Source: an optimization exercise on an open RTL-to-GDS flow (aim: small area and a short achievable clock period). Production flows keep margins and buffers that such runs may drop.
The RTL was checked by simulation tests, not by an equivalence proof against the original design.

### flow/flow/run.sh
#!/bin/bash
# The standard layout, with the setup repair asked to leave a margin of
# slack at the design's own clock period, so that the resizer keeps working on
# the paths that set the achieved period
set -euo pipefail
export SETUP_SLACK_MARGIN=85
bash standard.sh > standard_make.log 2>&1
### flow/standard.sh
#!/bin/bash
# synth_recipe.tcl (not shown) runs the flow's synth.tcl, then flattens the netlist and writes it again
# the make line also repeats each setting of config.mk as NAME=value (left out here)
make -C /OpenROAD-flow-scripts/flow DESIGN_CONFIG=/design/flow/config.mk WORK_HOME=/design/flow/orfs CLKGATE_MAP_FILE= SYNTH_SCRIPT=/design/flow/synth_recipe.tcl "${@:-finish}"
### flow/config.mk
export PLATFORM = sky130hd
export DESIGN_NAME = stack_core
export DESIGN_NICKNAME = stack_core
export VERILOG_FILES = /design/flow/design.v
export SDC_FILE = /design/flow/constraint.sdc
export NUM_CORES = 4
export LEC_CHECK = 0
export ABC_AREA = 1
export CAP_MARGIN = 20
export CORE_MARGIN = 2
export CORE_UTILIZATION = 40
export SLEW_MARGIN = 20
### flow/constraint.sdc
create_clock -name core_clock -period 110.0 [get_ports {clk}]
set_input_delay 22.0000 -clock core_clock [delete_from_list [all_inputs] [get_ports {clk}]]
set_output_delay 22.0000 -clock core_clock [all_outputs]
set_load 0.01 [all_outputs]
### flow/design.v
`timescale 1ns/1ps
`default_nettype none
package isa_pkg;
    typedef logic [4:0] opcode_t;
    typedef logic [3:0] alu_op_t;
    typedef logic [1:0] fault_t;
    localparam alu_op_t IADD = 4'h0;
    localparam alu_op_t ISUB = 4'h1;
    localparam alu_op_t IMUL = 4'h2;
    localparam alu_op_t IDIV = 4'h3;
    localparam alu_op_t IREM = 4'h4;
    localparam alu_op_t INEG = 4'h5;
    localparam alu_op_t IOR  = 4'h8;
    localparam alu_op_t IXOR = 4'h9;
    localparam alu_op_t ISHL = 4'hC;
    localparam alu_op_t ISHR = 4'hD;
    localparam alu_op_t IAND = 4'hF;
    localparam opcode_t OP_PUSH = 5'h10;
    localparam opcode_t OP_POP  = 5'h11;
    localparam opcode_t OP_DUP  = 5'h12;
    localparam opcode_t OP_SWAP = 5'h13;
    localparam fault_t FAULT_NONE      = 2'd0;
    localparam fault_t FAULT_UNDERFLOW = 2'd1;
    localparam fault_t FAULT_OVERFLOW  = 2'd2;
    localparam fault_t FAULT_ILLEGAL   = 2'd3;
endpackage
`default_nettype wire
`timescale 1ns/1ps
`default_nettype none
package stack_pkg;
    typedef logic [31:0] word_t;
    localparam int STACK_DEPTH = 8;
    typedef logic [3:0] depth_t;
    typedef logic [2:0] sp_t;
endpackage
`default_nettype wire
`timescale 1ns/1ps
`default_nettype none
module fa_cell (
    input  logic a,
    input  logic b,
    input  logic c,
    output logic s,
    output logic co
);
    assign s  = a ^ b ^ c;
    assign co = (a & b) | (a & c) | (b & c);
endmodule
module rca #(parameter int W = 32) (
    input  logic [W-1:0] a,
    input  logic [W-1:0] b,
    input  logic         ci,
    output logic [W-1:0] s
);
    logic [W:0] c;
    assign c[0] = ci;
    genvar j;
    generate
        for (j = 0; j < W; j++) begin : g_bit
            fa_cell u_fa (.a(a[j]), .b(b[j]), .c(c[j]), .s(s[j]), .co(c[j+1]));
        end
    endgenerate
endmodule
module mul16 (
    input  logic [15:0] a,
    input  logic [15:0] b,
    output logic [31:0] p
);
    logic [16:0] s [16];
    logic [15:0] c [16];
    genvar i, j;
    generate
        for (j = 0; j < 16; j++) begin : g_row0
            assign s[0][j] = a[j] & b[0];
            assign c[0][j] = 1'b0;
        end
        assign s[0][16] = 1'b0;
        for (i = 1; i < 16; i++) begin : g_row
            assign p[i-1]    = s[i-1][0];
            assign s[i][16]  = 1'b0;
            for (j = 0; j < 16; j++) begin : g_col
                fa_cell u_fa (.a(a[j] & b[i]), .b(s[i-1][j+1]), .c(c[i-1][j]),
                              .s(s[i][j]), .co(c[i][j]));
            end
        end
    endgenerate
    assign p[15] = s[15][0];
    rca #(.W(16)) u_final (.a(s[15][16:1]), .b(c[15]), .ci(1'b0), .s(p[31:16]));
endmodule
module shifts (
    input  stack_pkg::word_t n,
    input  logic [4:0]       sh,
    output stack_pkg::word_t r_shl,
    output stack_pkg::word_t r_shr
);
    assign r_shl = n << sh;
    assign r_shr = n >> sh;
endmodule
module alu (
    input  stack_pkg::word_t n,
    input  stack_pkg::word_t t,
    output stack_pkg::word_t r_add,
    output stack_pkg::word_t r_sub,
    output stack_pkg::word_t r_mul,
    output logic [15:0]      r_quo,
    output logic [15:0]      r_rem,
    output logic             r_dz,
    output stack_pkg::word_t r_shl,
    output stack_pkg::word_t r_shr
);
    divu16 u_div (.a(n[15:0]), .d(t[15:0]), .q(r_quo), .r(r_rem));
    mul16  u_mul (.a(n[15:0]), .b(t[15:0]), .p(r_mul));
    rca #(.W(32)) u_add (.a(n), .b(t),  .ci(1'b0), .s(r_add));
    rca #(.W(32)) u_sub (.a(n), .b(~t), .ci(1'b1), .s(r_sub));
    shifts u_sh (.n(n), .sh(t[4:0]), .r_shl(r_shl), .r_shr(r_shr));
    assign r_dz = (t[15:0] == 16'd0);
endmodule
module divu16 (
    input  wire [15:0] a,
    input  wire [15:0] d,
    output wire [15:0] q,
    output wire [15:0] r
);
    wire [17:0] m1 = {2'b00, d};
    wire [17:0] m2 = {1'b0, d, 1'b0};
    wire [17:0] m3 = m1 + m2;
    wire [18:0] zh1;
    assign zh1[18] = 1'b1;
    assign zh1[17] = zh1[18] & ~m1[17];
    assign zh1[16] = zh1[17] & ~m1[16];
    assign zh1[15] = zh1[16] & ~m1[15];
    assign zh1[14] = zh1[15] & ~m1[14];
    assign zh1[13] = zh1[14] & ~m1[13];
    assign zh1[12] = zh1[13] & ~m1[12];
    assign zh1[11] = zh1[12] & ~m1[11];
    assign zh1[10] = zh1[11] & ~m1[10];
    assign zh1[9] = zh1[10] & ~m1[9];
    assign zh1[8] = zh1[9] & ~m1[8];
    assign zh1[7] = zh1[8] & ~m1[7];
    assign zh1[6] = zh1[7] & ~m1[6];
    assign zh1[5] = zh1[6] & ~m1[5];
    assign zh1[4] = zh1[5] & ~m1[4];
    assign zh1[3] = zh1[4] & ~m1[3];
    assign zh1[2] = zh1[3] & ~m1[2];
    assign zh1[1] = zh1[2] & ~m1[1];
    assign zh1[0] = zh1[1] & ~m1[0];
    wire [18:0] zh2;
    assign zh2[18] = 1'b1;
    assign zh2[17] = zh2[18] & ~m2[17];
    assign zh2[16] = zh2[17] & ~m2[16];
    assign zh2[15] = zh2[16] & ~m2[15];
    assign zh2[14] = zh2[15] & ~m2[14];
    assign zh2[13] = zh2[14] & ~m2[13];
    assign zh2[12] = zh2[13] & ~m2[12];
    assign zh2[11] = zh2[12] & ~m2[11];
    assign zh2[10] = zh2[11] & ~m2[10];
    assign zh2[9] = zh2[10] & ~m2[9];
    assign zh2[8] = zh2[9] & ~m2[8];
    assign zh2[7] = zh2[8] & ~m2[7];
    assign zh2[6] = zh2[7] & ~m2[6];
    assign zh2[5] = zh2[6] & ~m2[5];
    assign zh2[4] = zh2[5] & ~m2[4];
    assign zh2[3] = zh2[4] & ~m2[3];
    assign zh2[2] = zh2[3] & ~m2[2];
    assign zh2[1] = zh2[2] & ~m2[1];
    assign zh2[0] = zh2[1] & ~m2[0];
    wire [18:0] zh3;
    assign zh3[18] = 1'b1;
    assign zh3[17] = zh3[18] & ~m3[17];
    assign zh3[16] = zh3[17] & ~m3[16];
    assign zh3[15] = zh3[16] & ~m3[15];
    assign zh3[14] = zh3[15] & ~m3[14];
    assign zh3[13] = zh3[14] & ~m3[13];
    assign zh3[12] = zh3[13] & ~m3[12];
    assign zh3[11] = zh3[12] & ~m3[11];
    assign zh3[10] = zh3[11] & ~m3[10];
    assign zh3[9] = zh3[10] & ~m3[9];
    assign zh3[8] = zh3[9] & ~m3[8];
    assign zh3[7] = zh3[8] & ~m3[7];
    assign zh3[6] = zh3[7] & ~m3[6];
    assign zh3[5] = zh3[6] & ~m3[5];
    assign zh3[4] = zh3[5] & ~m3[4];
    assign zh3[3] = zh3[4] & ~m3[3];
    assign zh3[2] = zh3[3] & ~m3[2];
    assign zh3[1] = zh3[2] & ~m3[1];
    assign zh3[0] = zh3[1] & ~m3[0];
    wire s0_x0 = a[15];
    wire [1:0] s0m1_s = {1'b0, {s0_x0}} - {1'b0, m1[0:0]};
    wire s0_ge1 = zh1[1] & ~s0m1_s[1];
    assign q[15] = s0_ge1;
    wire s0_r0 = s0_ge1 ? s0m1_s[0] : s0_x0;
    wire s1_x0 = a[14];
    wire s1_x1 = s0_r0;
    wire [2:0] s1m1_s = {1'b0, {s1_x1, s1_x0}} - {1'b0, m1[1:0]};
    wire s1_ge1 = zh1[2] & ~s1m1_s[2];
    assign q[14] = s1_ge1;
    wire s1_r0 = s1_ge1 ? s1m1_s[0] : s1_x0;
    wire s1_r1 = s1_ge1 ? s1m1_s[1] : s1_x1;
    wire s2_x0 = a[13];
    wire s2_x1 = s1_r0;
    wire s2_x2 = s1_r1;
    wire [3:0] s2m1_s = {1'b0, {s2_x2, s2_x1, s2_x0}} - {1'b0, m1[2:0]};
    wire s2_ge1 = zh1[3] & ~s2m1_s[3];
    assign q[13] = s2_ge1;
    wire s2_r0 = s2_ge1 ? s2m1_s[0] : s2_x0;
    wire s2_r1 = s2_ge1 ? s2m1_s[1] : s2_x1;
    wire s2_r2 = s2_ge1 ? s2m1_s[2] : s2_x2;
    wire s3_x0 = a[12];
    wire s3_x1 = s2_r0;
    wire s3_x2 = s2_r1;
    wire s3_x3 = s2_r2;
    wire [4:0] s3m1_s = {1'b0, {s3_x3, s3_x2, s3_x1, s3_x0}} - {1'b0, m1[3:0]};
    wire s3_ge1 = zh1[4] & ~s3m1_s[4];
    assign q[12] = s3_ge1;
    wire s3_r0 = s3_ge1 ? s3m1_s[0] : s3_x0;
    wire s3_r1 = s3_ge1 ? s3m1_s[1] : s3_x1;
    wire s3_r2 = s3_ge1 ? s3m1_s[2] : s3_x2;
    wire s3_r3 = s3_ge1 ? s3m1_s[3] : s3_x3;
    wire s4_x0 = a[11];
    wire s4_x1 = s3_r0;
    wire s4_x2 = s3_r1;
    wire s4_x3 = s3_r2;
    wire s4_x4 = s3_r3;
    wire [5:0] s4m1_s = {1'b0, {s4_x4, s4_x3, s4_x2, s4_x1, s4_x0}} - {1'b0, m1[4:0]};
    wire s4_ge1 = zh1[5] & ~s4m1_s[5];
    assign q[11] = s4_ge1;
    wire s4_r0 = s4_ge1 ? s4m1_s[0] : s4_x0;
    wire s4_r1 = s4_ge1 ? s4m1_s[1] : s4_x1;
    wire s4_r2 = s4_ge1 ? s4m1_s[2] : s4_x2;
    wire s4_r3 = s4_ge1 ? s4m1_s[3] : s4_x3;
    wire s4_r4 = s4_ge1 ? s4m1_s[4] : s4_x4;
    wire s5_x0 = a[10];
    wire s5_x1 = s4_r0;
    wire s5_x2 = s4_r1;
    wire s5_x3 = s4_r2;
    wire s5_x4 = s4_r3;
    wire s5_x5 = s4_r4;
    wire [6:0] s5m1_s = {1'b0, {s5_x5, s5_x4, s5_x3, s5_x2, s5_x1, s5_x0}} - {1'b0, m1[5:0]};
    wire s5_ge1 = zh1[6] & ~s5m1_s[6];
    assign q[10] = s5_ge1;
    wire s5_r0 = s5_ge1 ? s5m1_s[0] : s5_x0;
    wire s5_r1 = s5_ge1 ? s5m1_s[1] : s5_x1;
    wire s5_r2 = s5_ge1 ? s5m1_s[2] : s5_x2;
    wire s5_r3 = s5_ge1 ? s5m1_s[3] : s5_x3;
    wire s5_r4 = s5_ge1 ? s5m1_s[4] : s5_x4;
    wire s5_r5 = s5_ge1 ? s5m1_s[5] : s5_x5;
    wire s6_x0 = a[9];
    wire s6_x1 = s5_r0;
    wire s6_x2 = s5_r1;
    wire s6_x3 = s5_r2;
    wire s6_x4 = s5_r3;
    wire s6_x5 = s5_r4;
    wire s6_x6 = s5_r5;
    wire [7:0] s6m1_s = {1'b0, {s6_x6, s6_x5, s6_x4, s6_x3, s6_x2, s6_x1, s6_x0}} - {1'b0, m1[6:0]};
    wire s6_ge1 = zh1[7] & ~s6m1_s[7];
    assign q[9] = s6_ge1;
    wire s6_r0 = s6_ge1 ? s6m1_s[0] : s6_x0;
    wire s6_r1 = s6_ge1 ? s6m1_s[1] : s6_x1;
    wire s6_r2 = s6_ge1 ? s6m1_s[2] : s6_x2;
    wire s6_r3 = s6_ge1 ? s6m1_s[3] : s6_x3;
    wire s6_r4 = s6_ge1 ? s6m1_s[4] : s6_x4;
    wire s6_r5 = s6_ge1 ? s6m1_s[5] : s6_x5;
    wire s6_r6 = s6_ge1 ? s6m1_s[6] : s6_x6;
    wire s7_x0 = a[8];
    wire s7_x1 = s6_r0;
    wire s7_x2 = s6_r1;
    wire s7_x3 = s6_r2;
    wire s7_x4 = s6_r3;
    wire s7_x5 = s6_r4;
    wire s7_x6 = s6_r5;
    wire s7_x7 = s6_r6;
    wire [8:0] s7m1_s = {1'b0, {s7_x7, s7_x6, s7_x5, s7_x4, s7_x3, s7_x2, s7_x1, s7_x0}} - {1'b0, m1[7:0]};
    wire s7_ge1 = zh1[8] & ~s7m1_s[8];
    assign q[8] = s7_ge1;
    wire s7_r0 = s7_ge1 ? s7m1_s[0] : s7_x0;
    wire s7_r1 = s7_ge1 ? s7m1_s[1] : s7_x1;
    wire s7_r2 = s7_ge1 ? s7m1_s[2] : s7_x2;
    wire s7_r3 = s7_ge1 ? s7m1_s[3] : s7_x3;
    wire s7_r4 = s7_ge1 ? s7m1_s[4] : s7_x4;
    wire s7_r5 = s7_ge1 ? s7m1_s[5] : s7_x5;
    wire s7_r6 = s7_ge1 ? s7m1_s[6] : s7_x6;
    wire s7_r7 = s7_ge1 ? s7m1_s[7] : s7_x7;
    wire s8_x0 = a[6];
    wire s8_x1 = a[7];
    wire s8_x2 = s7_r0;
    wire s8_x3 = s7_r1;
    wire s8_x4 = s7_r2;
    wire s8_x5 = s7_r3;
    wire s8_x6 = s7_r4;
    wire s8_x7 = s7_r5;
    wire s8_x8 = s7_r6;
    wire s8_x9 = s7_r7;
    wire [10:0] s8m1_s = {1'b0, {s8_x9, s8_x8, s8_x7, s8_x6, s8_x5, s8_x4, s8_x3, s8_x2, s8_x1, s8_x0}} - {1'b0, m1[9:0]};
    wire s8_ge1 = zh1[10] & ~s8m1_s[10];
    wire [10:0] s8m2_s = {1'b0, {s8_x9, s8_x8, s8_x7, s8_x6, s8_x5, s8_x4, s8_x3, s8_x2, s8_x1, s8_x0}} - {1'b0, m2[9:0]};
    wire s8_ge2 = zh2[10] & ~s8m2_s[10];
    wire [10:0] s8m3_s = {1'b0, {s8_x9, s8_x8, s8_x7, s8_x6, s8_x5, s8_x4, s8_x3, s8_x2, s8_x1, s8_x0}} - {1'b0, m3[9:0]};
    wire s8_ge3 = zh3[10] & ~s8m3_s[10];
    assign q[7] = s8_ge2;
    assign q[6] = s8_ge3 | (s8_ge1 & ~s8_ge2);
    wire s8_r0 = s8_ge3 ? s8m3_s[0] : s8_ge2 ? s8m2_s[0] : s8_ge1 ? s8m1_s[0] : s8_x0;
    wire s8_r1 = s8_ge3 ? s8m3_s[1] : s8_ge2 ? s8m2_s[1] : s8_ge1 ? s8m1_s[1] : s8_x1;
    wire s8_r2 = s8_ge3 ? s8m3_s[2] : s8_ge2 ? s8m2_s[2] : s8_ge1 ? s8m1_s[2] : s8_x2;
    wire s8_r3 = s8_ge3 ? s8m3_s[3] : s8_ge2 ? s8m2_s[3] : s8_ge1 ? s8m1_s[3] : s8_x3;
    wire s8_r4 = s8_ge3 ? s8m3_s[4] : s8_ge2 ? s8m2_s[4] : s8_ge1 ? s8m1_s[4] : s8_x4;
    wire s8_r5 = s8_ge3 ? s8m3_s[5] : s8_ge2 ? s8m2_s[5] : s8_ge1 ? s8m1_s[5] : s8_x5;
    wire s8_r6 = s8_ge3 ? s8m3_s[6] : s8_ge2 ? s8m2_s[6] : s8_ge1 ? s8m1_s[6] : s8_x6;
    wire s8_r7 = s8_ge3 ? s8m3_s[7] : s8_ge2 ? s8m2_s[7] : s8_ge1 ? s8m1_s[7] : s8_x7;
    wire s8_r8 = s8_ge3 ? s8m3_s[8] : s8_ge2 ? s8m2_s[8] : s8_ge1 ? s8m1_s[8] : s8_x8;
    wire s8_r9 = s8_ge3 ? s8m3_s[9] : s8_ge2 ? s8m2_s[9] : s8_ge1 ? s8m1_s[9] : s8_x9;
    wire s9_x0 = a[4];
    wire s9_x1 = a[5];
    wire s9_x2 = s8_r0;
    wire s9_x3 = s8_r1;
    wire s9_x4 = s8_r2;
    wire s9_x5 = s8_r3;
    wire s9_x6 = s8_r4;
    wire s9_x7 = s8_r5;
    wire s9_x8 = s8_r6;
    wire s9_x9 = s8_r7;
    wire s9_x10 = s8_r8;
    wire s9_x11 = s8_r9;
    wire [12:0] s9m1_s = {1'b0, {s9_x11, s9_x10, s9_x9, s9_x8, s9_x7, s9_x6, s9_x5, s9_x4, s9_x3, s9_x2, s9_x1, s9_x0}} - {1'b0, m1[11:0]};
    wire s9_ge1 = zh1[12] & ~s9m1_s[12];
    wire [12:0] s9m2_s = {1'b0, {s9_x11, s9_x10, s9_x9, s9_x8, s9_x7, s9_x6, s9_x5, s9_x4, s9_x3, s9_x2, s9_x1, s9_x0}} - {1'b0, m2[11:0]};
    wire s9_ge2 = zh2[12] & ~s9m2_s[12];
    wire [12:0] s9m3_s = {1'b0, {s9_x11, s9_x10, s9_x9, s9_x8, s9_x7, s9_x6, s9_x5, s9_x4, s9_x3, s9_x2, s9_x1, s9_x0}} - {1'b0, m3[11:0]};
    wire s9_ge3 = zh3[12] & ~s9m3_s[12];
    assign q[5] = s9_ge2;
    assign q[4] = s9_ge3 | (s9_ge1 & ~s9_ge2);
    wire s9_r0 = s9_ge3 ? s9m3_s[0] : s9_ge2 ? s9m2_s[0] : s9_ge1 ? s9m1_s[0] : s9_x0;
    wire s9_r1 = s9_ge3 ? s9m3_s[1] : s9_ge2 ? s9m2_s[1] : s9_ge1 ? s9m1_s[1] : s9_x1;
    wire s9_r2 = s9_ge3 ? s9m3_s[2] : s9_ge2 ? s9m2_s[2] : s9_ge1 ? s9m1_s[2] : s9_x2;
    wire s9_r3 = s9_ge3 ? s9m3_s[3] : s9_ge2 ? s9m2_s[3] : s9_ge1 ? s9m1_s[3] : s9_x3;
    wire s9_r4 = s9_ge3 ? s9m3_s[4] : s9_ge2 ? s9m2_s[4] : s9_ge1 ? s9m1_s[4] : s9_x4;
    wire s9_r5 = s9_ge3 ? s9m3_s[5] : s9_ge2 ? s9m2_s[5] : s9_ge1 ? s9m1_s[5] : s9_x5;
    wire s9_r6 = s9_ge3 ? s9m3_s[6] : s9_ge2 ? s9m2_s[6] : s9_ge1 ? s9m1_s[6] : s9_x6;
    wire s9_r7 = s9_ge3 ? s9m3_s[7] : s9_ge2 ? s9m2_s[7] : s9_ge1 ? s9m1_s[7] : s9_x7;
    wire s9_r8 = s9_ge3 ? s9m3_s[8] : s9_ge2 ? s9m2_s[8] : s9_ge1 ? s9m1_s[8] : s9_x8;
    wire s9_r9 = s9_ge3 ? s9m3_s[9] : s9_ge2 ? s9m2_s[9] : s9_ge1 ? s9m1_s[9] : s9_x9;
    wire s9_r10 = s9_ge3 ? s9m3_s[10] : s9_ge2 ? s9m2_s[10] : s9_ge1 ? s9m1_s[10] : s9_x10;
    wire s9_r11 = s9_ge3 ? s9m3_s[11] : s9_ge2 ? s9m2_s[11] : s9_ge1 ? s9m1_s[11] : s9_x11;
    wire s10_x0 = a[2];
    wire s10_x1 = a[3];
    wire s10_x2 = s9_r0;
    wire s10_x3 = s9_r1;
    wire s10_x4 = s9_r2;
    wire s10_x5 = s9_r3;
    wire s10_x6 = s9_r4;
    wire s10_x7 = s9_r5;
    wire s10_x8 = s9_r6;
    wire s10_x9 = s9_r7;
    wire s10_x10 = s9_r8;
    wire s10_x11 = s9_r9;
    wire s10_x12 = s9_r10;
    wire s10_x13 = s9_r11;
    wire [14:0] s10m1_s = {1'b0, {s10_x13, s10_x12, s10_x11, s10_x10, s10_x9, s10_x8, s10_x7, s10_x6, s10_x5, s10_x4, s10_x3, s10_x2, s10_x1, s10_x0}} - {1'b0, m1[13:0]};
    wire s10_ge1 = zh1[14] & ~s10m1_s[14];
    wire [14:0] s10m2_s = {1'b0, {s10_x13, s10_x12, s10_x11, s10_x10, s10_x9, s10_x8, s10_x7, s10_x6, s10_x5, s10_x4, s10_x3, s10_x2, s10_x1, s10_x0}} - {1'b0, m2[13:0]};
    wire s10_ge2 = zh2[14] & ~s10m2_s[14];
    wire [14:0] s10m3_s = {1'b0, {s10_x13, s10_x12, s10_x11, s10_x10, s10_x9, s10_x8, s10_x7, s10_x6, s10_x5, s10_x4, s10_x3, s10_x2, s10_x1, s10_x0}} - {1'b0, m3[13:0]};
    wire s10_ge3 = zh3[14] & ~s10m3_s[14];
    assign q[3] = s10_ge2;
    assign q[2] = s10_ge3 | (s10_ge1 & ~s10_ge2);
    wire s10_r0 = s10_ge3 ? s10m3_s[0] : s10_ge2 ? s10m2_s[0] : s10_ge1 ? s10m1_s[0] : s10_x0;
    wire s10_r1 = s10_ge3 ? s10m3_s[1] : s10_ge2 ? s10m2_s[1] : s10_ge1 ? s10m1_s[1] : s10_x1;
    wire s10_r2 = s10_ge3 ? s10m3_s[2] : s10_ge2 ? s10m2_s[2] : s10_ge1 ? s10m1_s[2] : s10_x2;
    wire s10_r3 = s10_ge3 ? s10m3_s[3] : s10_ge2 ? s10m2_s[3] : s10_ge1 ? s10m1_s[3] : s10_x3;
    wire s10_r4 = s10_ge3 ? s10m3_s[4] : s10_ge2 ? s10m2_s[4] : s10_ge1 ? s10m1_s[4] : s10_x4;
    wire s10_r5 = s10_ge3 ? s10m3_s[5] : s10_ge2 ? s10m2_s[5] : s10_ge1 ? s10m1_s[5] : s10_x5;
    wire s10_r6 = s10_ge3 ? s10m3_s[6] : s10_ge2 ? s10m2_s[6] : s10_ge1 ? s10m1_s[6] : s10_x6;
    wire s10_r7 = s10_ge3 ? s10m3_s[7] : s10_ge2 ? s10m2_s[7] : s10_ge1 ? s10m1_s[7] : s10_x7;
    wire s10_r8 = s10_ge3 ? s10m3_s[8] : s10_ge2 ? s10m2_s[8] : s10_ge1 ? s10m1_s[8] : s10_x8;
    wire s10_r9 = s10_ge3 ? s10m3_s[9] : s10_ge2 ? s10m2_s[9] : s10_ge1 ? s10m1_s[9] : s10_x9;
    wire s10_r10 = s10_ge3 ? s10m3_s[10] : s10_ge2 ? s10m2_s[10] : s10_ge1 ? s10m1_s[10] : s10_x10;
    wire s10_r11 = s10_ge3 ? s10m3_s[11] : s10_ge2 ? s10m2_s[11] : s10_ge1 ? s10m1_s[11] : s10_x11;
    wire s10_r12 = s10_ge3 ? s10m3_s[12] : s10_ge2 ? s10m2_s[12] : s10_ge1 ? s10m1_s[12] : s10_x12;
    wire s10_r13 = s10_ge3 ? s10m3_s[13] : s10_ge2 ? s10m2_s[13] : s10_ge1 ? s10m1_s[13] : s10_x13;
    wire s11_x0 = a[0];
    wire s11_x1 = a[1];
    wire s11_x2 = s10_r0;
    wire s11_x3 = s10_r1;
    wire s11_x4 = s10_r2;
    wire s11_x5 = s10_r3;
    wire s11_x6 = s10_r4;
    wire s11_x7 = s10_r5;
    wire s11_x8 = s10_r6;
    wire s11_x9 = s10_r7;
    wire s11_x10 = s10_r8;
    wire s11_x11 = s10_r9;
    wire s11_x12 = s10_r10;
    wire s11_x13 = s10_r11;
    wire s11_x14 = s10_r12;
    wire s11_x15 = s10_r13;
    wire [16:0] s11m1_s = {1'b0, {s11_x15, s11_x14, s11_x13, s11_x12, s11_x11, s11_x10, s11_x9, s11_x8, s11_x7, s11_x6, s11_x5, s11_x4, s11_x3, s11_x2, s11_x1, s11_x0}} - {1'b0, m1[15:0]};
    wire s11_ge1 = zh1[16] & ~s11m1_s[16];
    wire [16:0] s11m2_s = {1'b0, {s11_x15, s11_x14, s11_x13, s11_x12, s11_x11, s11_x10, s11_x9, s11_x8, s11_x7, s11_x6, s11_x5, s11_x4, s11_x3, s11_x2, s11_x1, s11_x0}} - {1'b0, m2[15:0]};
    wire s11_ge2 = zh2[16] & ~s11m2_s[16];
    wire [16:0] s11m3_s = {1'b0, {s11_x15, s11_x14, s11_x13, s11_x12, s11_x11, s11_x10, s11_x9, s11_x8, s11_x7, s11_x6, s11_x5, s11_x4, s11_x3, s11_x2, s11_x1, s11_x0}} - {1'b0, m3[15:0]};
    wire s11_ge3 = zh3[16] & ~s11m3_s[16];
    assign q[1] = s11_ge2;
    assign q[0] = s11_ge3 | (s11_ge1 & ~s11_ge2);
    wire s11_r0 = s11_ge3 ? s11m3_s[0] : s11_ge2 ? s11m2_s[0] : s11_ge1 ? s11m1_s[0] : s11_x0;
    wire s11_r1 = s11_ge3 ? s11m3_s[1] : s11_ge2 ? s11m2_s[1] : s11_ge1 ? s11m1_s[1] : s11_x1;
    wire s11_r2 = s11_ge3 ? s11m3_s[2] : s11_ge2 ? s11m2_s[2] : s11_ge1 ? s11m1_s[2] : s11_x2;
    wire s11_r3 = s11_ge3 ? s11m3_s[3] : s11_ge2 ? s11m2_s[3] : s11_ge1 ? s11m1_s[3] : s11_x3;
    wire s11_r4 = s11_ge3 ? s11m3_s[4] : s11_ge2 ? s11m2_s[4] : s11_ge1 ? s11m1_s[4] : s11_x4;
    wire s11_r5 = s11_ge3 ? s11m3_s[5] : s11_ge2 ? s11m2_s[5] : s11_ge1 ? s11m1_s[5] : s11_x5;
    wire s11_r6 = s11_ge3 ? s11m3_s[6] : s11_ge2 ? s11m2_s[6] : s11_ge1 ? s11m1_s[6] : s11_x6;
    wire s11_r7 = s11_ge3 ? s11m3_s[7] : s11_ge2 ? s11m2_s[7] : s11_ge1 ? s11m1_s[7] : s11_x7;
    wire s11_r8 = s11_ge3 ? s11m3_s[8] : s11_ge2 ? s11m2_s[8] : s11_ge1 ? s11m1_s[8] : s11_x8;
    wire s11_r9 = s11_ge3 ? s11m3_s[9] : s11_ge2 ? s11m2_s[9] : s11_ge1 ? s11m1_s[9] : s11_x9;
    wire s11_r10 = s11_ge3 ? s11m3_s[10] : s11_ge2 ? s11m2_s[10] : s11_ge1 ? s11m1_s[10] : s11_x10;
    wire s11_r11 = s11_ge3 ? s11m3_s[11] : s11_ge2 ? s11m2_s[11] : s11_ge1 ? s11m1_s[11] : s11_x11;
    wire s11_r12 = s11_ge3 ? s11m3_s[12] : s11_ge2 ? s11m2_s[12] : s11_ge1 ? s11m1_s[12] : s11_x12;
    wire s11_r13 = s11_ge3 ? s11m3_s[13] : s11_ge2 ? s11m2_s[13] : s11_ge1 ? s11m1_s[13] : s11_x13;
    wire s11_r14 = s11_ge3 ? s11m3_s[14] : s11_ge2 ? s11m2_s[14] : s11_ge1 ? s11m1_s[14] : s11_x14;
    wire s11_r15 = s11_ge3 ? s11m3_s[15] : s11_ge2 ? s11m2_s[15] : s11_ge1 ? s11m1_s[15] : s11_x15;
    assign r = {s11_r15, s11_r14, s11_r13, s11_r12, s11_r11, s11_r10, s11_r9, s11_r8, s11_r7, s11_r6, s11_r5, s11_r4, s11_r3, s11_r2, s11_r1, s11_r0};
endmodule
`default_nettype wire
`timescale 1ns/1ps
`default_nettype none
module operand_stack (
    input  logic              clk,
    input  logic [6:0]        wr_en,
    input  stack_pkg::word_t  wr_data,
    input  logic [6:0]        rd_sel,
    output stack_pkg::word_t  rd_data
);
    stack_pkg::word_t entries [7];
    always_ff @(posedge clk) begin
        for (int i = 0; i < 7; i++) begin
            if (wr_en[i]) entries[i] <= wr_data;
        end
    end
    always_comb begin
        rd_data = '0;
        for (int i = 0; i < 7; i++) begin
            rd_data = rd_data | (entries[i] & {32{rd_sel[i]}});
        end
    end
endmodule
`default_nettype wire
`timescale 1ns/1ps
`default_nettype none
module stack_control (
    input  logic              rst_n,
    input  logic              cmd_valid,
    input  isa_pkg::opcode_t  cmd_op,
    input  stack_pkg::depth_t depth,
    output isa_pkg::fault_t   fault_c,
    output logic              inc,
    output logic              dec,
    output logic [6:0]        wr_en,
    output logic [6:0]        rd_sel,
    output logic [3:0]        lut,
    output logic              s_imm,
    output logic              s_add,
    output logic              s_sub,
    output logic              s_mul,
    output logic              s_quo,
    output logic              s_rem,
    output logic              s_shl,
    output logic              s_shr
);
    logic [3:0] code;
    logic       is_alu;
    logic       alu_legal;
    logic       ge1;
    logic       ge2;
    logic       full;
    logic       do_push, do_dup, do_pop, do_swap, do_neg, do_bin;
    assign code   = cmd_op[3:0];
    assign is_alu = ~cmd_op[4];
    assign ge1    = (depth != 4'd0);
    assign ge2    = (depth > 4'd1);
    assign full   = depth[3];
    always_comb begin
        case (code)
            4'h6, 4'h7, 4'hA, 4'hB, 4'hE: alu_legal = 1'b0;
            default:                      alu_legal = 1'b1;
        endcase
    end
    always_comb begin
        fault_c = isa_pkg::FAULT_NONE;
        do_push = 1'b0;
        do_dup  = 1'b0;
        do_pop  = 1'b0;
        do_swap = 1'b0;
        do_neg  = 1'b0;
        do_bin  = 1'b0;
        if (is_alu) begin
            if (!alu_legal)               fault_c = isa_pkg::FAULT_ILLEGAL;
            else if (code == isa_pkg::INEG) begin
                if (!ge1)                 fault_c = isa_pkg::FAULT_UNDERFLOW;
                else                      do_neg  = 1'b1;
            end else if (!ge2)            fault_c = isa_pkg::FAULT_UNDERFLOW;
            else                          do_bin  = 1'b1;
        end else begin
            case (cmd_op)
                isa_pkg::OP_PUSH: begin
                    if (full)             fault_c = isa_pkg::FAULT_OVERFLOW;
                    else                  do_push = 1'b1;
                end
                isa_pkg::OP_POP: begin
                    if (!ge1)             fault_c = isa_pkg::FAULT_UNDERFLOW;
                    else                  do_pop  = 1'b1;
                end
                isa_pkg::OP_DUP: begin
                    if (!ge1)             fault_c = isa_pkg::FAULT_UNDERFLOW;
                    else if (full)        fault_c = isa_pkg::FAULT_OVERFLOW;
                    else                  do_dup  = 1'b1;
                end
                isa_pkg::OP_SWAP: begin
                    if (!ge2)             fault_c = isa_pkg::FAULT_UNDERFLOW;
                    else                  do_swap = 1'b1;
                end
                default:                  fault_c = isa_pkg::FAULT_ILLEGAL;
            endcase
        end
    end
    logic go;
    assign go  = cmd_valid & rst_n;
    assign inc = go & (do_push | do_dup);
    assign dec = go & (do_pop | do_bin);
    always_comb begin
        for (int i = 0; i < 7; i++) begin
            rd_sel[i] = (depth == 4'(i + 2));
            wr_en[i]  = go & (((do_push | do_dup) & (depth == 4'(i + 1))) |
                              (do_swap & (depth == 4'(i + 2))));
        end
    end
    always_comb begin
        lut   = 4'b0000;
        s_imm = 1'b0;
        s_add = 1'b0;
        s_sub = 1'b0;
        s_mul = 1'b0;
        s_quo = 1'b0;
        s_rem = 1'b0;
        s_shl = 1'b0;
        s_shr = 1'b0;
        if (!rst_n) begin
            lut = 4'b0000;                         
        end else if (!cmd_valid) begin
            lut = 4'b1010;                         
        end else if (do_push) begin
            s_imm = 1'b1;
        end else if (do_pop | do_swap) begin
            lut = 4'b1100;                         
        end else if (do_neg) begin
            lut = 4'b0101;                         
        end else if (do_bin) begin
            case (code)
                isa_pkg::IADD: s_add = 1'b1;
                isa_pkg::ISUB: s_sub = 1'b1;
                isa_pkg::IMUL: s_mul = 1'b1;
                isa_pkg::IDIV: s_quo = 1'b1;
                isa_pkg::IREM: s_rem = 1'b1;
                isa_pkg::IOR:  lut   = 4'b1110;    
                isa_pkg::IXOR: lut   = 4'b0110;    
                isa_pkg::ISHL: s_shl = 1'b1;
                isa_pkg::ISHR: s_shr = 1'b1;
                default:       lut   = 4'b1000;    
            endcase
        end else begin
            lut = 4'b1010;                         
        end
    end
endmodule
`default_nettype wire
`timescale 1ns/1ps
`default_nettype none
module top_mux (
    input  logic [3:0]       lut,
    input  logic             s_imm,
    input  logic             s_add,
    input  logic             s_sub,
    input  logic             s_mul,
    input  logic             s_quo,
    input  logic             s_rem,
    input  logic             s_shl,
    input  logic             s_shr,
    input  stack_pkg::word_t n,
    input  stack_pkg::word_t t,
    input  stack_pkg::word_t imm,
    input  stack_pkg::word_t r_add,
    input  stack_pkg::word_t r_sub,
    input  stack_pkg::word_t r_mul,
    input  logic [15:0]      r_quo,
    input  logic [15:0]      r_rem,
    input  logic             r_dz,
    input  stack_pkg::word_t r_shl,
    input  stack_pkg::word_t r_shr,
    output stack_pkg::word_t y
);
    always_comb begin
        for (int j = 0; j < 32; j++) begin
            y[j] = lut[{n[j], t[j]}] |
                   (s_imm & imm[j]) | (s_add & r_add[j]) | (s_sub & r_sub[j]) |
                   (s_mul & r_mul[j]) | (s_shl & r_shl[j]) | (s_shr & r_shr[j]);
            if (j < 16) y[j] = y[j] | (s_quo & r_quo[j]) | (s_rem & r_rem[j]);
            else        y[j] = y[j] | (s_quo & r_dz);
        end
    end
endmodule
module stack_core (
    input  logic              clk,
    input  logic              rst_n,
    input  logic              cmd_valid,
    input  isa_pkg::opcode_t  cmd_op,
    input  stack_pkg::word_t  cmd_imm,
    output logic              done,
    output logic              fault,
    output isa_pkg::fault_t   fault_code,
    output stack_pkg::word_t  tos,
    output stack_pkg::depth_t depth
);
    stack_pkg::word_t  top;
    stack_pkg::word_t  next;
    stack_pkg::depth_t count;
    isa_pkg::fault_t   fault_c;
    logic inc, dec;
    logic [6:0] wr_en;
    logic [6:0] rd_sel;
    logic [3:0] lut;
    logic s_imm, s_add, s_sub, s_mul, s_quo, s_rem, s_shl, s_shr;
    stack_pkg::word_t r_add, r_sub, r_mul, r_shl, r_shr;
    logic [15:0] r_quo, r_rem;
    logic        r_dz;
    stack_pkg::word_t top_d;
    assign tos   = top;
    assign depth = count;
    stack_control u_control (
        .rst_n     (rst_n),
        .cmd_valid (cmd_valid),
        .cmd_op    (cmd_op),
        .depth     (count),
        .fault_c   (fault_c),
        .inc       (inc),
        .dec       (dec),
        .wr_en     (wr_en),
        .rd_sel    (rd_sel),
        .lut       (lut),
        .s_imm     (s_imm),
        .s_add     (s_add),
        .s_sub     (s_sub),
        .s_mul     (s_mul),
        .s_quo     (s_quo),
        .s_rem     (s_rem),
        .s_shl     (s_shl),
        .s_shr     (s_shr)
    );
    operand_stack u_stack (
        .clk     (clk),
        .wr_en   (wr_en),
        .wr_data (top),
        .rd_sel  (rd_sel),
        .rd_data (next)
    );
    alu u_alu (
        .n     (next),
        .t     (top),
        .r_add (r_add),
        .r_sub (r_sub),
        .r_mul (r_mul),
        .r_quo (r_quo),
        .r_rem (r_rem),
        .r_dz  (r_dz),
        .r_shl (r_shl),
        .r_shr (r_shr)
    );
    top_mux u_mux (
        .lut   (lut),
        .s_imm (s_imm),
        .s_add (s_add),
        .s_sub (s_sub),
        .s_mul (s_mul),
        .s_quo (s_quo),
        .s_rem (s_rem),
        .s_shl (s_shl),
        .s_shr (s_shr),
        .n     (next),
        .t     (top),
        .imm   (cmd_imm),
        .r_add (r_add),
        .r_sub (r_sub),
        .r_mul (r_mul),
        .r_quo (r_quo),
        .r_rem (r_rem),
        .r_dz  (r_dz),
        .r_shl (r_shl),
        .r_shr (r_shr),
        .y     (top_d)
    );
    always_ff @(posedge clk) begin
        top <= top_d;
        if (!rst_n) begin
            count      <= '0;
            done       <= 1'b0;
            fault      <= 1'b0;
            fault_code <= isa_pkg::FAULT_NONE;
        end else begin
            if (inc)      count <= count + 4'd1;
            else if (dec) count <= count - 4'd1;
            done       <= cmd_valid;
            fault      <= cmd_valid && (fault_c != isa_pkg::FAULT_NONE);
            fault_code <= cmd_valid ? fault_c : isa_pkg::FAULT_NONE;
        end
    end
endmodule
`default_nettype wire
==> results.py, run 1 <==
metrics = {
    "placed_design": {
        "numPortBuffers": 79,
        "dpl.hpwl_mm": 88.81,
        "globalplace.congestion": 1.006,
    },
    "global_route": {
        "grt_pass1_wl_mm": 176.4,
        "grt_pass1_vias": 27950,
        "grt_usage_pct": 28.15,
        "antenna_found_initial": 5,
        "grt_max_degree": 59,
        "grt_overflow_total": 0,
    },
    "yosys": {
        "synth_seq_cells": 264,
        "yosys-top-cells-count": "nand2_1, inv_1, nor2_1",
        "synthMuxAreaShare_pct": 0.4357,
        "synth-xor-area-share_pct": 3.536,
        "syn-num-nets": 4479,
        "synth-main-ff-cell": "edfxtp_1",
        "synth_edf_count": 224,
        "syn_inst": 3873,
        "syn_area_sq_um": 32160,
        "yosys-top-cells-area": "edfxtp_1, fa_1, ha_1, nand2_1, inv_1",
        "synth_top_area_cell": "edfxtp_1",
        "synthAdderAreaFrac_pct": 29.09,
        "synth.distinct_cells": 71,
        "synth_compound_area_share_pct": 17.48,
        "yosysMostFrequentCell": "nand2_1",
        "synth-simple-area-share_pct": 17.69,
        "syn-mean-instance-area_sq_um": 8.304,
        "synth_top_family_by_area": "adder cells",
        "yosys_warnings": 10,
        "synth_top_area_share_pct": 20.92,
        "synth-async-reset-ratio_pct": 0,
        "ys_seq_area_share_pct": 23.40,
    },
    "detailed_routing": {
        "first_pass_iters": 6,
        "routedWlPerCell_microns": 23.67,
        "drtIter0Drc": 2875,
        "drt-total-wl_mm": 118.1,
        "antenna_left": 0,
        "avgViaCountPerCell": 5.786,
        "drc": 0,
        "dr_total_vias": 28860,
    },
    "timing": {
        "drv_slew": 0,
        "fmax_ghz": 0.04022,
        "setup_viol": 0,
        "hold_violations": 0,
        "period_share_pct": 22.60,
        "worstMarginPinSlew_ns": 1.075,
        "skew_ns": 0.01583,
        "slew_headroom_pct": 27.75,
        "rsz0062_at_grt": "true",
        "fin_setup_tns_ns": 0,
        "min_period_ns": 24.86,
    },
    "clock_tree": {
        "cts_hold_buf": 0,
        "cts_buffers": 27,
        "ctsRootBufferMaster": "clkbuf_16",
        "htree_levels": 1,
        "cts.clk_slew.worst_paths_ns": 0.07,
        "cts_max_path_buffers": 3,
        "clock-sinks": 264,
        "clock_latency_ns": 0.55,
        "cts_tree": "yes",
    },
    "run": {
        "cap_violations": 0,
    },
    "floorplanning": {
        "ios": 80,
        "die_width_microns": 287.6,
        "initial_core_util_pct": 40.58,
        "die_y_microns": 287.6,
        "coreArea_sq_um": 79260,
        "dieArea_sq_um": 82690,
        "rows": 103,
    },
    "final_layout": {
        "antenna_cells": 0,
        "area_growth_pct": 11.23,
        "nNetsFinal": 4524,
        "drive_gt1_share_pct": 9.624,
    },
    "setup_path": {
        "crit_required_ns": 110.43,
        "r2r_start": "top[14]$_DFF_P_",
        "cp.arrival_ns": 25.29,
        "critPathCaptureType": "flip-flop",
        "crit_start": "cmd_op[3]",
        "path_max_fanout": 13,
        "start_kind": "input port",
        "critPathKind": "in -> reg",
    },
    "run_status": {
        "outcome": "complete, no violations",
    },
    "hold_path": {
        "hold_path.class": "reg -> reg",
        "min_from": "count[1]$_SDFFE_PN0P_",
    },
}
[metrics by stage]
stage	util, %	setup WS [ns]	hold WS, ns	cell area (sq um)	cells
2_1_floorplan	-	84.77	0.5743	32160	3873
3_3_place_gp	43.06	82.29	0.5730	34130	4903
3_5_place_dp	43.07	82.61	0.5814	34130	4903
4_1_cts	44.61	84.88	0.5908	35360	4967
5_1_grt	45.14	84.97	0.6494	35770	4988
6_report	45.14	85.14	0.5996	35770	4988
[state kept, by name (all words and copies together), names as in the netlist]
name,flops
top,32
fault_code,2
fault,1
done,1
u_stack.entries,224
count,4
[cell families after synthesis]
group           after synthesis
compound gates              898
xor+xnor                    129
fa+ha+maj                   566
buf+inv                     661
flops                       264
mux                          14
simple gates               1341
[worst max-delay path: stages]
cell and delay, ns:
clkdlybuf4s15_2 0.30, nand2_2 0.13, o21ai_0 0.17, nor2_1 0.07
nor2_1 0.13, inv_1 0.11, nor3_4 0.19, inv_1 0.10
a31oi_1 0.16, o21ai_0 0.12, nand2_2 0.11, buf_12 0.18
clkinvlp_4 0.21, buf_4 0.20, o21ai_0 0.14, nand3_1 0.09
a211oi_1 0.24, nand2_1 0.21, a221oi_2 0.32, nand2_1 0.10
[layout make-up]
| type | count | area, sq um |
|---|---|---|
| timing repair buffer | 194 | 1712 |
| sequential | 264 | 7540 |
| inverter | 479 | 1841 |
| multi-input combinational | 2949 | 22510 |
| tap | 1050 | 1314 |
| clock buffer | 41 | 738.2 |
| clock inverter | 8 | 102.6 |
| fill | 7940 | 43480 |
| timing repair inverter | 3 | 17.52 |
[per-layer routing]
| layer | vias up | share of wire (%) | GRT usage, % |
|---|---|---|---|
| met3 | 256 | 8.5 | 4.089 |
| met5 | - | 0.019 | 0 |
| met2 | 1287 | 43 | 43.82 |
| met1 | 14150 | 44 | 40.21 |
| li1 | 13170 | - | - |
| met4 | 4 | 3.9 | 8.997 |
[final timing paths]
check	endpoint	slack, ns	depth (start not counted)
setup / recovery	top[4]$_DFF_P_	85.14	20
hold / removal	count[1]$_SDFFE_PN0P_	0.60	2
setup reg to reg	top[3]$_DFF_P_	87.09	147
hold reg to reg	count[1]$_SDFFE_PN0P_	0.60	2
[what timing repair did]
item / 4_1_cts / 5_1_grt
pin swaps: 6 / 11
endpoints found under the setup margin: 198 / 28
gates resized for setup: 66 / 75
setup buffers: 12 / 19
gates cloned: 3 / 2
[cell usage in the layout, fill, tap and decap left out, types with 18 or more instances in the layout]
cell	instances
clkdlybuf4s50_1	74
xnor2_1	38
nand4_1	18
nand2_1	677
a22o_1	44
a21oi_1	252
edfxtp_1	224
fa_1	303
clkbuf_16	27
o21ai_2	25
dfxtp_1	36
nand2_2	24
inv_1	432
o211ai_1	34
a221oi_1	47
ha_1	260
o21bai_1	48
or2_2	27
o21ai_0	229
a211oi_1	21
o21ai_1	62
nor2_1	371
inv_2	28
buf_4	107
nand3_1	135
xor2_1	90
==> run 2: changes to the inputs <==
==> flow/run.sh (new file) <==
#!/bin/bash
# synth_recipe.tcl (not shown) runs the flow's synth.tcl, then flattens the netlist and writes it again
# the make line also repeats each setting of config.mk as NAME=value (left out here)
make -C /OpenROAD-flow-scripts/flow DESIGN_CONFIG=/design/flow/config.mk WORK_HOME=/design/flow/orfs CLKGATE_MAP_FILE= SYNTH_SCRIPT=/design/flow/synth_recipe.tcl finish
removed: flow/flow/run.sh
removed: flow/standard.sh
==> run 2 against run 1 <==
Against the previous run:
- setup slack worse by 2.0 ns
- sequential cell count unchanged
- still clean
- critical path type unchanged
- register-to-register slack worse by 2.4 ns
- synthesized cell count unchanged
==> results.py, run 2 <==
metrics = {
    "run_status": {
        "outcome": "complete, no violations",
    },
    "global_route": {
        "grt_overflow_total": 0,
        "grt_max_degree": 69,
        "grt_pass1_vias": 28070,
        "grt_usage_pct": 27.89,
        "antenna_found_initial": 1,
        "grt_pass1_wl_mm": 175.3,
    },
    "yosys": {
        "syn_inst": 3873,
        "synth_top_area_cell": "edfxtp_1",
        "syn-mean-instance-area_sq_um": 8.304,
        "yosys-top-cells-count": "nand2_1, inv_1, nor2_1",
        "syn_area_sq_um": 32160,
        "synth_seq_cells": 264,
        "synth-main-ff-cell": "edfxtp_1",
        "ys_seq_area_share_pct": 23.40,
        "synth_edf_count": 224,
        "synth_top_area_share_pct": 20.92,
        "yosys_warnings": 10,
        "yosysMostFrequentCell": "nand2_1",
        "yosys-top-cells-area": "edfxtp_1, fa_1, ha_1, nand2_1, inv_1",
        "synth-async-reset-ratio_pct": 0,
        "syn-num-nets": 4479,
        "synth.distinct_cells": 71,
    },
    "clock_tree": {
        "ctsRootBufferMaster": "clkbuf_16",
        "cts_buffers": 28,
        "cts-resized-gates": 0,
        "cts_max_path_buffers": 3,
        "clock_latency_ns": 0.57,
        "postCtsSetupRepairBufs": 0,
        "cts_tree": "yes",
        "cts_hold_buf": 0,
        "clock-sinks": 264,
        "cts.clk_slew.worst_paths_ns": 0.08,
        "htree_levels": 1,
    },
    "timing": {
        "slew_headroom_pct": 12.08,
        "fmax_ghz": 0.03716,
        "hold_violations": 0,
        "setup_ws_ns": 83.09,
        "setup_viol": 0,
        "period_share_pct": 24.46,
        "rsz0062_at_grt": "false",
        "min_period_ns": 26.91,
        "worstMarginPinSlew_ns": 1.286,
        "skew_ns": 0.02400,
        "fin_setup_tns_ns": 0,
        "drv_slew": 0,
    },
    "final_layout": {
        "area_growth_pct": 8.894,
        "layout_common_cells": "nand2_1, inv_1, nor2_1",
        "largest_reg_flops": 224,
        "drive_gt1_share_pct": 6.752,
        "top_register": "u_stack.entries",
        "nFillCells": 7921,
        "reg.largest.list": "u_stack.entries: 224 flops, top: 32 flops, count: 4 flops",
        "final_common_cell": "nand2_1",
        "seqCellArea_sq_um": 7540,
        "nNetsFinal": 4480,
        "multi_input_area_sq_um": 22060,
    },
    "floorplanning": {
        "initial_core_util_pct": 40.58,
        "rows": 103,
        "ios": 80,
        "coreArea_sq_um": 79260,
        "die_width_microns": 287.6,
        "dieArea_sq_um": 82690,
        "die_y_microns": 287.6,
    },
    "setup_path": {
        "path_max_fanout": 25,
        "critPathCaptureType": "flip-flop",
        "cp.arrival_ns": 27.37,
        "start_kind": "input port",
        "crit_required_ns": 110.46,
        "critPathKind": "in -> reg",
        "worstRegToRegCells": 141,
    },
    "placed_design": {
        "pre_cts_ws_ns": 83.18,
        "globalplace.congestion": 1.036,
        "dpl.hpwl_mm": 88.37,
        "numPortBuffers": 79,
    },
    "detailed_routing": {
        "first_pass_iters": 9,
        "antenna_left": 0,
        "drtIter0Drc": 2908,
        "dr_total_vias": 28620,
        "drt-total-wl_mm": 116.1,
        "routedWlPerCell_microns": 23.47,
        "avgViaCountPerCell": 5.786,
        "drc": 0,
    },
    "hold_path": {
        "hold_path.class": "reg -> reg",
        "hold_depth": 2,
    },
    "run": {
        "cap_violations": 0,
    },
}
-- run 2: cell counts after synthesis --
Identical to the previous run, type by type.
-- run 2: worst max-delay path, cell delays in order --
cell             delay (ns)
clkdlybuf4s50_1        0.54
nor2_1                 0.34
inv_1                  0.18
nor2_1                 0.13
inv_1                  0.07
nor3_1                 0.46
inv_1                  0.18
nand2_1                0.11
o21ai_0                0.09
nand2_1                0.07
buf_4                  0.36
inv_1                  0.33
o21ai_0                0.23
o21ai_0                0.17
a2111oi_0              1.03
o21ai_0                0.65
a211oi_1               0.33
nand2_1                0.08
-- run 2: stage by stage --
step / utilization, % / cell area (sq um) / hold slack, ns / instances
2_1_floorplan: - / 32160 / 0.5743 / 3873
3_3_place_gp: 42.98 / 34060 / 0.5690 / 4894
3_5_place_dp: 42.98 / 34060 / 0.5845 / 4894
4_1_cts: 44.18 / 35020 / 0.5947 / 4945
5_1_grt: 44.18 / 35020 / 0.6478 / 4945
6_report: 44.19 / 35020 / 0.5991 / 4946
-- run 2: final cells by class --
type,instances,share of cell area (%)
Multi-Input combinational cell,2948,63.00
Timing Repair Buffer,153,3.844
Clock inverter,18,0.6109
Sequential cell,264,21.53
Antenna cell,1,0.007145
Inverter,479,5.141
Clock buffer,33,2.115
Tap cell,1050,3.751
-- run 2: cell families after synthesis --
logic type / after synthesis / synth area share, %
DFF: 264 / 23.40
xor gates and xnor gates: 129 / 3.536
buffers and inverters: 661 / 8.364
adders and majority gates: 566 / 29.09
and+or+nand+nor: 1341 / 17.69
muxes: 14 / 0.4357
AOI/OAI and AO/OA: 898 / 17.48
-- run 2: path summary, 6_finish.rpt --
| check | slack (ns) | endpoint | start |
|---|---|---|---|
| setup reg to reg | 84.74 | top[3]$_DFF_P_ | count[1]$_SDFFE_PN0P_ |
| hold / removal | 0.60 | count[1]$_SDFFE_PN0P_ | count[1]$_SDFFE_PN0P_ |
| setup / recovery | 83.09 | top[14]$_DFF_P_ | cmd_op[3] |
| hold reg to reg | 0.60 | count[1]$_SDFFE_PN0P_ | count[1]$_SDFFE_PN0P_ |
-- run 2: routing by layer --
metal  vias up  part of all wire [%]  track usage (%)
met3       213                   8.9            4.295
met5         -                     0                0
met1     13970                    43            39.08
met2      1370                    44            44.24
li1      13060                     -                -
met4         0                   3.4            8.659
==> run 3: changes to the inputs <==
==> flow/flow/run.sh (new file) <==
#!/bin/bash
# The standard layout, with two changes to how it is made:
# - the setup repair is asked to leave a margin of slack at the design's own
#   clock period, so that the resizer keeps working on the paths that set the
#   achieved period;
# - the port buffers (one on every input and output, as the standard flow
#   places them) are plain buffers rather than the default delay buffers.
set -euo pipefail
export SETUP_SLACK_MARGIN=85
export BUFFER_PORTS_ARGS="-buffer_cell sky130_fd_sc_hd__buf_2"
bash standard.sh > standard_make.log 2>&1
==> flow/standard.sh (new file) <==
#!/bin/bash
# synth_recipe.tcl (not shown) runs the flow's synth.tcl, then flattens the netlist and writes it again
# the make line also repeats each setting of config.mk as NAME=value (left out here)
make -C /OpenROAD-flow-scripts/flow DESIGN_CONFIG=/design/flow/config.mk WORK_HOME=/design/flow/orfs CLKGATE_MAP_FILE= SYNTH_SCRIPT=/design/flow/synth_recipe.tcl "${@:-finish}"
removed: flow/run.sh
==> run 3 against run 2 <==
Against the previous run:
- still clean
- worst hold slack lost 0.0088 ns
- clock skew decreased by 0.0059 ns
- synthesized cell count is the same
- die area unchanged
- register-to-register slack improved by 2.4 ns
- fmax is 7.4% higher
- final cell count grew 1.1%
- routed wire length up 1.8%
- sequential share of layout area down 0.26 points
- count of clock-buffer cells in the layout is 5 higher
- critical endpoint is now top[15]$_DFF_P_
==> results.py, run 3 <==
metrics = {
    "placed_design": {
        "numPortBuffers": 79,
        "pre_cts_ws_ns": 83.18,
        "dpl.hpwl_mm": 88.72,
        "globalplace.congestion": 1.039,
    },
    "setup_path": {
        "crit_start": "cmd_op[3]",
        "crit_required_ns": 110.42,
        "worstRegToRegCells": 145,
        "start_kind": "input port",
        "cp.arrival_ns": 25.47,
        "critPathCaptureType": "flip-flop",
        "r2r_slack_ns": 87.17,
        "path_max_fanout": 11,
        "r2r_start": "count[0]$_SDFFE_PN0P_",
        "r2r_end": "top[12]$_DFF_P_",
        "endpoint": "top[15]$_DFF_P_",
        "critPathKind": "in -> reg",
    },
    "timing": {
        "rsz0062_at_grt": "true",
        "hold_violations": 0,
        "fin_setup_tns_ns": 0,
        "skew_ns": 0.01812,
        "slew_headroom_pct": 22.54,
        "setup_viol": 0,
        "min_period_ns": 25.05,
        "setup_ws_ns": 84.95,
        "worstMarginPinSlew_ns": 1.152,
        "fmax_ghz": 0.03992,
        "period_share_pct": 22.77,
        "hold_slack_ns": 0.5902,
        "drv_slew": 0,
    },
    "yosys": {
        "synth_edf_count": 224,
        "syn_area_sq_um": 32160,
        "syn_inst": 3873,
        "yosys-top-cells-count": "nand2_1, inv_1, nor2_1",
        "synth_top_area_cell": "edfxtp_1",
        "yosys-top-cells-area": "edfxtp_1, fa_1, ha_1, nand2_1, inv_1",
        "yosys_warnings": 10,
        "synth-main-ff-cell": "edfxtp_1",
        "syn-mean-instance-area_sq_um": 8.304,
        "synth.distinct_cells": 71,
        "synth_top_area_share_pct": 20.92,
        "synth_seq_cells": 264,
        "synth-async-reset-ratio_pct": 0,
        "ys_seq_area_share_pct": 23.40,
        "syn-num-nets": 4479,
        "yosysMostFrequentCell": "nand2_1",
    },
    "final_layout": {
        "drive_gt1_share_pct": 11.85,
        "top_register": "u_stack.entries",
        "nNetsFinal": 4535,
        "nFillCells": 8036,
        "area_growth_pct": 10.22,
        "antenna_cells": 0,
        "seqCellArea_sq_um": 7540,
        "reg.largest.list": "u_stack.entries: 224 flops, top: 32 flops, count: 4 flops",
        "multi_input_area_sq_um": 22470,
        "largest_reg_flops": 224,
        "layout_common_cells": "nand2_1, inv_1, nor2_1",
        "final_common_cell": "nand2_1",
    },
    "floorplanning": {
        "die_y_microns": 287.6,
        "dieArea_sq_um": 82690,
        "rows": 103,
        "die_width_microns": 287.6,
        "ios": 80,
        "coreArea_sq_um": 79260,
        "initial_core_util_pct": 40.58,
    },
    "detailed_routing": {
        "first_pass_iters": 6,
        "drtIter0Drc": 2768,
        "drt-total-wl_mm": 118.1,
        "dr_total_vias": 28700,
        "routedWlPerCell_microns": 23.62,
        "drc": 0,
        "avgViaCountPerCell": 5.740,
        "antenna_left": 0,
    },
    "clock_tree": {
        "cts.clk_slew.worst_paths_ns": 0.07,
        "clock-sinks": 264,
        "clock_latency_ns": 0.55,
        "htree_levels": 1,
        "cts_buffers": 27,
        "cts_max_path_buffers": 3,
        "cts_tree": "yes",
        "cts_hold_buf": 0,
        "ctsRootBufferMaster": "clkbuf_16",
    },
    "global_route": {
        "antenna_found_initial": 1,
        "grt_max_degree": 72,
        "grt_usage_pct": 28.06,
        "grt_pass1_vias": 27690,
        "grt_pass1_wl_mm": 175.1,
        "grt_overflow_total": 0,
    },
    "hold_path": {
        "hold_path.class": "reg -> reg",
    },
    "run": {
        "cap_violations": 0,
    },
    "run_status": {
        "outcome": "complete, no violations",
    },
}
run 3: final cells by class:
class	instances	area share, %
Timing Repair Buffer	206	4.013
Timing Repair inverter	2	0.02824
Tap cell	1050	3.706
Inverter	479	5.224
Multi-Input combinational cell	2949	63.38
Clock buffer	38	2.107
Sequential cell	264	21.27
Clock inverter	11	0.2753
run 3: cells by family after synthesis:
family,Yosys count,synth area share [%]
adders and majority gates,566,29.09
DFF,264,23.40
xor gates and xnor gates,129,3.536
and+or+nand+nor,1341,17.69
muxes,14,0.4357
buffers and inverters,661,8.364
AOI/OAI and AO/OA,898,17.48
run 3: how the worst min path moves through the flow:
| stage | start | end | slack [ns] | cells past startpoint |
|---|---|---|---|---|
| finish | count[1]$_SDFFE_PN0P_ | count[1]$_SDFFE_PN0P_ | 0.59 | 2 |
| CTS | count[1]$_SDFFE_PN0P_ | count[1]$_SDFFE_PN0P_ | 0.59 | 2 |
| global route | top[24]$_DFF_P_ | u_stack.entries[1][24]$_DFFE_PP_ | 0.60 | 0 |
| global placement | count[0]$_SDFFE_PN0P_ | count[0]$_SDFFE_PN0P_ | 0.57 | 2 |
| detailed placement | top[24]$_DFF_P_ | u_stack.entries[0][24]$_DFFE_PP_ | 0.58 | 0 |
| floorplan | top[31]$_DFF_P_ | u_stack.entries[0][31]$_DFFE_PP_ | 0.57 | 0 |
run 3: repair_timing:
action,in CTS,in global routing
pin swaps,3,10
setup buffers,8,37
cloned,2,2
setup endpoints to repair,64,58
gates resized for setup,35,87
run 3: worst max-delay path, stage by stage:
cell,delay [ns]
buf_2,0.18
nand2_1,0.16
o21ai_0,0.17
nor2_1,0.06
nor2_1,0.15
inv_1,0.11
nor3_4,0.27
inv_1,0.11
a221oi_1,0.23
o31ai_1,0.17
nand2_2,0.29
a21oi_1,0.15
a2111oi_2,0.51
o211ai_1,0.31
a221oi_2,0.47
nand2_1,0.09
run 3: per-layer routing:
metal / part of all wire (%) / GRT usage (%) / vias up
li1: - / - / 13170
met1: 44 / 39.26 / 14150
met2: 44 / 44.22 / 1187
met3: 8.4 / 4.453 / 188
met4: 3.9 / 9.232 / 0
met5: 0 / 0 / -
run 3: through the flow:
step	area, sq um	utilization, %	instances
2_1_floorplan	32160	-	3873
3_3_place_gp	33730	42.56	4901
3_5_place_dp	33730	42.56	4901
4_1_cts	34810	43.92	4960
5_1_grt	35450	44.72	4999
6_report	35450	44.72	4999
==> run 4: changes to the inputs <==
--- a/flow/config.mk
+++ b/flow/config.mk
@@ -8,5 +8,5 @@
 export ABC_AREA = 1
 export CAP_MARGIN = 20
 export CORE_MARGIN = 2
-export CORE_UTILIZATION = 40
+export CORE_UTILIZATION = 60
 export SLEW_MARGIN = 20
==> run 4 against run 3 <==
Against the previous run:
- via count rose by 4.6%
- highest routed layer is now met5
- sequential cell count did not move
- count of clock-buffer cells in the layout rose by 1
- synthesized cell count did not move
==> results.py, run 4 <==
metrics = {
    "run_status": {
        "outcome": "complete, no violations",
    },
    "timing": {
        "rsz0062_at_grt": "true",
        "worstMarginPinSlew_ns": 1.184,
        "period_share_pct": 22.72,
        "setup_viol": 0,
        "skew_ns": 0.02282,
        "hold_violations": 0,
        "slew_headroom_pct": 21.10,
        "drv_slew": 0,
        "fin_setup_tns_ns": 0,
        "fmax_ghz": 0.04001,
        "min_period_ns": 25.00,
        "hold_slack_ns": 0.6150,
    },
    "setup_path": {
        "critPathCaptureType": "flip-flop",
        "cp.arrival_ns": 25.47,
        "crit_required_ns": 110.48,
        "path_max_fanout": 12,
        "start_kind": "input port",
        "worstRegToRegCells": 141,
        "critPathKind": "in -> reg",
    },
    "global_route": {
        "grt_max_degree": 73,
        "grt_usage_pct": 42.51,
        "grtUsageMet1_pct": 51.39,
        "busiest_layer": "met2",
        "use_met2_pct": 68.00,
        "antenna_found_initial": 2,
        "grt_pass1_vias": 29970,
        "grt_use_met3_pct": 8.255,
        "grt_overflow_total": 0,
        "grt_pass1_wl_mm": 179.3,
    },
    "floorplanning": {
        "die_width_microns": 235.5,
        "dieArea_sq_um": 55470,
        "rows": 84,
        "ios": 80,
        "coreArea_sq_um": 52760,
        "die_y_microns": 235.5,
        "initial_core_util_pct": 60.96,
    },
    "placed_design": {
        "dpl.hpwl_mm": 88.13,
        "numPortBuffers": 79,
        "globalplace.congestion": 1.052,
        "placed_area_sq_um": 33160,
    },
    "run": {
        "cap_violations": 0,
    },
    "yosys": {
        "ys_seq_area_share_pct": 23.40,
        "yosys-top-cells-area": "edfxtp_1, fa_1, ha_1, nand2_1, inv_1",
        "syn-num-nets": 4479,
        "synth_edf_count": 224,
        "synth-async-reset-ratio_pct": 0,
        "syn_area_sq_um": 32160,
        "yosysMostFrequentCell": "nand2_1",
        "synth-main-ff-cell": "edfxtp_1",
        "synth_top_area_share_pct": 20.92,
        "syn_inst": 3873,
        "synth_top_area_cell": "edfxtp_1",
        "synth_seq_cells": 264,
        "yosys-top-cells-count": "nand2_1, inv_1, nor2_1",
        "synth.distinct_cells": 71,
        "yosys_warnings": 10,
        "syn-mean-instance-area_sq_um": 8.304,
    },
    "clock_tree": {
        "cts_hold_buf": 0,
        "cts_tree": "yes",
        "cts_buffers": 26,
        "cts_max_path_buffers": 3,
        "ctsRootBufferMaster": "clkbuf_16",
        "cts.clk_slew.worst_paths_ns": 0.07,
        "clock-sinks": 264,
        "htree_levels": 1,
        "clock_latency_ns": 0.56,
    },
    "final_layout": {
        "reg.largest.list": "u_stack.entries: 224 flops, top: 32 flops, count: 4 flops",
        "largest_reg_flops": 224,
        "final_area_sq_um": 34650,
        "area_growth_pct": 7.730,
        "final_common_cell": "nand2_1",
        "drive_gt1_share_pct": 10.64,
        "nNetsFinal": 4494,
        "layout_common_cells": "nand2_1, inv_1, nor2_1",
        "top_register": "u_stack.entries",
    },
    "detailed_routing": {
        "drt-total-wl_mm": 119.7,
        "first_pass_iters": 7,
        "dr_total_vias": 30010,
        "drtIter0Drc": 2867,
        "drc": 0,
        "avgViaCountPerCell": 6.528,
        "antenna_left": 0,
        "routedWlPerCell_microns": 26.03,
    },
    "hold_path": {
        "hold_depth": 2,
        "hold_path.class": "reg -> reg",
    },
}
run 4: cell counts after synthesis:
No cell type changed its count.
run 4: cell families after synthesis:
family                     Yosys count  share of synthesized area (%)
xor gates and xnor gates           129                          3.536
and+or+nand+nor                   1341                          17.69
buffers and inverters              661                          8.364
AOI/OAI and AO/OA                  898                          17.48
muxes                               14                         0.4357
adders and majority gates          566                          29.09
DFF                                264                          23.40
run 4: critical path, stage by stage:
cell,delay (ns)
buf_2,0.15
nand2_1,0.12
o21ai_0,0.17
nor2_1,0.06
nor2_1,0.13
inv_1,0.10
nor3_4,0.27
nand2_1,0.20
nor2_2,0.58
clkinvlp_4,0.36
nor3_1,0.39
buf_4,0.31
inv_1,0.19
o211ai_1,0.14
a2111o_1,0.14
a211oi_1,0.06
o211ai_1,0.11
run 4: metal layers:
layer	part of all wire, %	vias to the layer above	wire (microns)
met4	9.0	2	10740
li1	-	13110	-
met2	45	1985	53730
met1	36	14340	42600
met5	0.015	-	18
met3	11	574	12570
run 4: final cells by class:
| type | count | area (sq um) |
|---|---|---|
| Multi-Input combinational cell | 2949 | 22380 |
| Fill cell | 4448 | 18110 |
| Sequential cell | 264 | 7540 |
| Inverter | 479 | 1836 |
| Timing Repair Buffer | 165 | 1119 |
| Tap cell | 688 | 860.8 |
| Clock buffer | 39 | 770.7 |
| Clock inverter | 9 | 118.9 |
| Timing Repair inverter | 3 | 17.52 |
| Antenna cell | 1 | 2.502 |
run 4: path summary, 6_finish.rpt:
| check | startpoint | slack, ns | endpoint |
|---|---|---|---|
| worst max register to register | count[2]$_SDFFE_PN0P_ | 86.62 | top[3]$_DFF_P_ |
| worst min-delay path | count[1]$_SDFFE_PN0P_ | 0.61 | count[1]$_SDFFE_PN0P_ |
| worst min register to register | count[1]$_SDFFE_PN0P_ | 0.61 | count[1]$_SDFFE_PN0P_ |
| worst max-delay path | cmd_op[3] | 85.00 | top[19]$_DFF_P_ |
run 4: what timing repair did:
item,CTS,global route
setup endpoints to repair,31,24
pin swaps,3,6
gates resized for setup,23,82
cloned,2,3
setup buffers,6,12
run 4: through the flow:
step                      instances  worst slack, ns  util [%]
after floorplan                3873            84.77         -
after global placement         4525            83.27     62.86
after detailed placement       4525            83.52     62.86
after CTS                      4581            84.93     64.86
after global routing           4596            84.84     65.66
final                          4597            85.00     65.67

re-timing with driven ports:
The flow's constraints put no driver on any port. The routed layouts listed below were extracted and timed again, unchanged, in two steps. Step 1, drivers: a clkbuf_16 drives clk and a buf_2 each remaining input, both assumed. Step 2 also shifts input and output timing later by t, the mid clock arrival at the registers, as if the neighbouring blocks saw the same clock. Slacks: ideal ports / drivers / drivers and shift; pairs: ideal ports / drivers.
run	t (ns)	slack for setup (ns)	worst hold slack (ns)	worst setup path at the end	worst slew at a driven data input, ns
run 1	0.592	85.138 / 85.151 / 84.559	0.600 / 0.600 / 0.600	input to register	0.04
run 2	0.617	83.089 / 83.118 / 82.501	0.599 / 0.599 / 0.599	input to register	0.05
run 3	0.593	84.949 / 84.976 / 84.382	0.590 / 0.590 / 0.590	input to register	0.04
run 4	0.599	85.004 / 85.031 / 84.433	0.615 / 0.615 / 0.615	input to register	0.09
After both steps setup and hold are still met in every run listed. The setup slack of run 2, which loses most, moves by +0.029 ns with the drivers and by -0.588 ns with both steps.
